This design comes from an exercise in tuning for small area and a short achievable clock period on the open sky130 flow, not from production work.
RTL that was checked went through simulation tests only; none was proved equivalent to the original.
Power and IR drop assume default switching activity.

==> run a <==
Design sd_dma_sink, start of the top module:
module sd_dma_sink #(
   parameter int FIFO_DEPTH_LOG2  = 6,
   parameter int BLOCK_BYTES_LOG2 = 9
) (
   input  logic                     clk,
   input  logic                     reset_n,
   input  logic [31:0]              wb_adr_i,
   input  logic [31:0]              wb_dat_i,
   input  logic [3:0]               wb_sel_i,
   input  logic                     wb_we_i,
   input  logic                     wb_cyc_i,
   input  logic                     wb_stb_i,
   input  logic [2:0]               wb_cti_i,
   input  logic [1:0]               wb_bte_i,
   output logic                     wb_ack_o,
   output logic [31:0]              wb_dat_o,
   input  logic                     flush,
   output logic [7:0]               out_data,
   output logic                     out_valid,
   input  logic                     out_ready,
   output logic                     block_done,
   output logic [FIFO_DEPTH_LOG2:0] fifo_level,
   output logic                     overflow_err
);
==> module sd_dma_sink, before the edit <==
module sd_dma_sink #(
   parameter int FIFO_DEPTH_LOG2  = 6,
   parameter int BLOCK_BYTES_LOG2 = 9
) (
   input  logic                     clk,
   input  logic                     reset_n,
   input  logic [31:0]              wb_adr_i,
   input  logic [31:0]              wb_dat_i,
   input  logic [3:0]               wb_sel_i,
   input  logic                     wb_we_i,
   input  logic                     wb_cyc_i,
   input  logic                     wb_stb_i,
   input  logic [2:0]               wb_cti_i,
   input  logic [1:0]               wb_bte_i,
   output logic                     wb_ack_o,
   output logic [31:0]              wb_dat_o,
   input  logic                     flush,
   output logic [7:0]               out_data,
   output logic                     out_valid,
   input  logic                     out_ready,
   output logic                     block_done,
   output logic [FIFO_DEPTH_LOG2:0] fifo_level,
   output logic                     overflow_err
);
   localparam int unsigned DEPTH = 1 << FIFO_DEPTH_LOG2;
   localparam int          LW    = FIFO_DEPTH_LOG2 + 1;
   localparam int          AW    = FIFO_DEPTH_LOG2;
   logic                        ack_q;      
   logic                        ovf_q;
   logic [LW-1:0]               level;
   logic [31:0]                 st_data;    
   logic                        st_we;      
   logic                        byp_q;      
   logic [AW-1:0]               wp;         
   logic [AW-1:0]               rp;         
   logic [31:0]                 mem [DEPTH];
   logic [7:0]                  out_q;      
   logic [23:0]                 rem_q;      
   logic [1:0]                  idx_q;
   logic                        valid_q;
   logic [BLOCK_BYTES_LOG2-1:0] byte_cnt;
   logic                        done_q;
   logic req, take, push, accept, last_byte, pop, load;
   logic [31:0] head;
   assign req       = wb_cyc_i & wb_stb_i;
   assign take      = ~ack_q & req & ~level[LW-1] & ~flush;
   assign push      = take & wb_we_i & (wb_sel_i == 4'hF);
   assign accept    = valid_q & out_ready;
   assign last_byte = accept & (idx_q == 2'd3);
   assign pop       = ~flush & (level != '0) & (~valid_q | last_byte);
   assign load      = (level != '0) & (~valid_q | (out_ready & (idx_q == 2'd3)));
   logic unused_bus;
   assign unused_bus = ^{wb_adr_i, wb_cti_i, wb_bte_i};
   always_ff @(posedge clk or negedge reset_n) begin
      if (!reset_n) begin
         ack_q <= 1'b0;
         ovf_q <= 1'b0;
      end else begin
         ack_q <= take;
         if (take & wb_we_i & (wb_sel_i != 4'hF)) ovf_q <= 1'b1;
      end
   end
   assign wb_ack_o     = ack_q;
   assign wb_dat_o     = '0;
   assign overflow_err = ovf_q;
   always_ff @(posedge clk or negedge reset_n) begin
      if (!reset_n) begin
         level <= '0;
         wp    <= '0;
         rp    <= '0;
         st_we <= 1'b0;
         byp_q <= 1'b0;
      end else begin
         st_we <= push;
         byp_q <= push & ((level == '0) | ((level == LW'(1)) & pop));
         if (flush) begin
            level <= '0;
            wp    <= '0;
            rp    <= '0;
         end else begin
            if (st_we) wp <= wp + 1'b1;
            if (pop)   rp <= rp + 1'b1;
            case ({push, pop})
               2'b10:   level <= level + 1'b1;
               2'b01:   level <= level - 1'b1;
               default: level <= level;
            endcase
         end
      end
   end
   always_ff @(posedge clk) begin
      st_data <= wb_dat_i;
   end
   always_ff @(posedge clk) begin
      if (st_we) mem[wp] <= st_data;
   end
   assign head = byp_q ? st_data : mem[rp];
   assign fifo_level = level;
   always_ff @(posedge clk or negedge reset_n) begin
      if (!reset_n) begin
         idx_q   <= '0;
         valid_q <= 1'b0;
      end else if (flush) begin
         idx_q   <= '0;
         valid_q <= 1'b0;
      end else if (pop) begin
         idx_q   <= '0;
         valid_q <= 1'b1;
      end else if (accept) begin
         idx_q <= idx_q + 1'b1;
         if (idx_q == 2'd3) valid_q <= 1'b0;
      end
   end
   always_ff @(posedge clk) begin
      if (load) begin
         out_q <= head[7:0];
         rem_q <= head[31:8];
      end else if (out_ready) begin
         out_q        <= rem_q[7:0];
         rem_q[15:0]  <= rem_q[23:8];
      end
   end
   assign out_data  = out_q;
   assign out_valid = valid_q;
   always_ff @(posedge clk or negedge reset_n) begin
      if (!reset_n) begin
         byte_cnt <= '0;
         done_q   <= 1'b0;
      end else if (flush) begin
         byte_cnt <= '0;
         done_q   <= 1'b0;
      end else begin
         done_q <= accept & (byte_cnt == '1);
         if (accept) byte_cnt <= byte_cnt + 1'b1;
      end
   end
   assign block_done = done_q;
endmodule
clock: 5.0 ns
lec_check: 0
cap_margin: 20
core_margin: 2
core_utilization: 40
slew_margin: 20
run.sh (not shown) runs the stock make flow with config.mk's settings and CLKGATE_MAP_FILE= SYNTH_SCRIPT=/design/flow/synth_recipe.tcl, a recipe that flattens the netlist after the stock synthesis.
==> run b (differences from run a) <==
--- a/flow/design.v
+++ b/flow/design.v
@@ -24,16 +24,18 @@
 );
    localparam int unsigned DEPTH = 1 << FIFO_DEPTH_LOG2;
    localparam int          LW    = FIFO_DEPTH_LOG2 + 1;
-   localparam int          AW    = FIFO_DEPTH_LOG2;
    logic                        ack_q;      
    logic                        ovf_q;
-   logic [LW-1:0]               level;
-   logic [31:0]                 st_data;    
+   logic [LW-1:0]               level;      
+   logic [31:0]                 st_x;       
    logic                        st_we;      
    logic                        byp_q;      
-   logic [AW-1:0]               wp;         
-   logic [AW-1:0]               rp;         
+   logic                        byp2_q;     
+   logic                        ph;         
+   logic [DEPTH-1:0]            wslot;      
+   logic [DEPTH-1:0]            rsel;       
    logic [31:0]                 mem [DEPTH];
+   logic [31:0]                 hd_q;       
    logic [7:0]                  out_q;      
    logic [23:0]                 rem_q;      
    logic [1:0]                  idx_q;
@@ -65,37 +67,54 @@
    assign overflow_err = ovf_q;
    always_ff @(posedge clk or negedge reset_n) begin
       if (!reset_n) begin
-         level <= '0;
-         wp    <= '0;
-         rp    <= '0;
-         st_we <= 1'b0;
-         byp_q <= 1'b0;
+         level  <= '0;
+         st_we  <= 1'b0;
+         byp_q  <= 1'b0;
+         byp2_q <= 1'b0;
       end else begin
-         st_we <= push;
-         byp_q <= push & ((level == '0) | ((level == LW'(1)) & pop));
-         if (flush) begin
-            level <= '0;
-            wp    <= '0;
-            rp    <= '0;
-         end else begin
-            if (st_we) wp <= wp + 1'b1;
-            if (pop)   rp <= rp + 1'b1;
-            case ({push, pop})
-               2'b10:   level <= level + 1'b1;
-               2'b01:   level <= level - 1'b1;
-               default: level <= level;
-            endcase
-         end
+         st_we  <= push;
+         byp_q  <= push & ((level == '0) | ((level == LW'(1)) & pop));
+         byp2_q <= byp_q & ~pop & ~flush;
+         if (flush) level <= '0;
+         else case ({push, pop})
+            2'b10:   level <= level + 1'b1;
+            2'b01:   level <= level - 1'b1;
+            default: level <= level;
+         endcase
       end
    end
    always_ff @(posedge clk) begin
-      st_data <= wb_dat_i;
+      if (push) st_x <= wb_dat_i ^ {32{~ph}};
+   end
+   assign fifo_level = level;
+   logic [31:0] col;
+   logic [31:0] rd_or [DEPTH+1];
+   always_ff @(posedge clk or negedge reset_n) begin
+      if (!reset_n) ph <= 1'b0;
+      else          ph <= ~ph;
+   end
+   assign col = st_we ? st_x : {32{~level[LW-1]}};
+   always_ff @(posedge clk or negedge reset_n) begin
+      if (!reset_n)   wslot <= DEPTH'(1);
+      else if (flush) wslot <= DEPTH'(1);
+      else if (st_we) wslot <= {wslot[DEPTH-2:0], wslot[DEPTH-1]};
+   end
+   always_ff @(posedge clk or negedge reset_n) begin
+      if (!reset_n)   rsel <= DEPTH'(1);
+      else if (flush) rsel <= DEPTH'(1);
+      else if (pop)   rsel <= {rsel[DEPTH-2:0], rsel[DEPTH-1]};
+   end
+   assign rd_or[0] = '0;
+   for (genvar i = 0; i < DEPTH; i++) begin : g_row
+      always_ff @(posedge clk) begin
+         mem[i] <= ~(({32{wslot[i]}} & col) | mem[i]);
+      end
+      assign rd_or[i+1] = rd_or[i] | (mem[i] & {32{rsel[i]}});
    end
    always_ff @(posedge clk) begin
-      if (st_we) mem[wp] <= st_data;
+      hd_q <= rd_or[DEPTH];
    end
-   assign head = byp_q ? st_data : mem[rp];
-   assign fifo_level = level;
+   assign head = ((byp_q | byp2_q) ? st_x : hd_q) ^ {32{~byp_q ^ ph}};
    always_ff @(posedge clk or negedge reset_n) begin
       if (!reset_n) begin
          idx_q   <= '0;
@@ -113,12 +132,18 @@
    end
    always_ff @(posedge clk) begin
       if (load) begin
-         out_q <= head[7:0];
          rem_q <= head[31:8];
       end else if (out_ready) begin
-         out_q        <= rem_q[7:0];
-         rem_q[15:0]  <= rem_q[23:8];
+         rem_q[15:0] <= rem_q[23:8];
       end
+   end
+   logic sel_ld, sel_sh, sel_hd;
+   assign sel_ld = load;
+   assign sel_sh = ~load & out_ready;
+   assign sel_hd = ~load & ~out_ready;
+   always_ff @(posedge clk) begin
+      out_q <= (head[7:0] & {8{sel_ld}}) | (rem_q[7:0] & {8{sel_sh}}) |
+               (out_q & {8{sel_hd}});
    end
    assign out_data  = out_q;
    assign out_valid = valid_q;
==> flow/flow/run.sh (new file) <==
#!/bin/bash
# The standard layout (standard.sh) with two changes:
#  - the port buffers inserted during placement are sky130_fd_sc_hd__buf_4
#    (buffer_ports otherwise picks a delay cell on this platform);
#  - clock tree synthesis without dummy loads, sink clusters of at most 25
#    flip-flops within 90 um.
set -e
export BUFFER_PORTS_ARGS="-buffer_cell sky130_fd_sc_hd__buf_4"
export CTS_ARGS="-sink_clustering_enable -repair_clock_nets -sink_clustering_size 25 -sink_clustering_max_diameter 90 -dont_use_dummy_load"
bash standard.sh > standard_flow.log 2>&1
==> flow/standard.sh (new file) <==
#!/bin/bash
# synth_recipe.tcl (not shown) runs the flow's synth.tcl, then flattens the netlist and writes it again
# the make line also repeats each setting of config.mk as NAME=value (left out here)
make -C /OpenROAD-flow-scripts/flow DESIGN_CONFIG=/design/flow/config.mk WORK_HOME=/design/flow/orfs CLKGATE_MAP_FILE= SYNTH_SCRIPT=/design/flow/synth_recipe.tcl "${@:-finish}"
CORE_UTILIZATION = 50   (was 40)
CTS_CLUSTER_DIAMETER = 90   (was not set)
CTS_CLUSTER_SIZE = 25   (was not set)
SETUP_SLACK_MARGIN = 2.7   (was not set)
removed: flow/run.sh
==> summary of the runs <==
Run b passed the timing, DRC and antenna checks. Run a finished but fails on antenna violations.
Core utilization: run b is higher than run a (8.2 points).
Sequential power: run a is smaller than run b (about 9%).
In run b the clock power is lower than in run a, by about 37%.
Against run b, the synthesized cell count of run a is smaller by about 50%.
Between run a and run b, the lower clock skew is in run b (gap 0.011 ns).
Between run a and run b, the lower clock-buffer cell count is in run b (gap 179).
The RTL of run a was laid out without a check of its function.

what the ideal ports hide:
Ports are ideal in the flow. The routed layouts listed here were re-timed in OpenROAD. Step 1, drivers: a clkbuf_16 drives clk and a buf_2 each remaining input, both assumed. Step 2 moves the port delays by t, midway between the first and last clock arrival at a register: inputs arrive t later, outputs are due t later. That takes back most of the time a late clock gives input paths. Three values: ideal ports, drivers, drivers and shift; two values: the first two.
run	t, ns	setup slack, ns	cell pins on the clock port's net
run a	0.910	1.145 / 1.145 / 1.145	1
run b	0.842	2.581 / 2.581 / 2.144	1
For run b, which loses most, drivers alone change the setup slack by 0.000 ns; drivers and shift together by -0.437 ns.
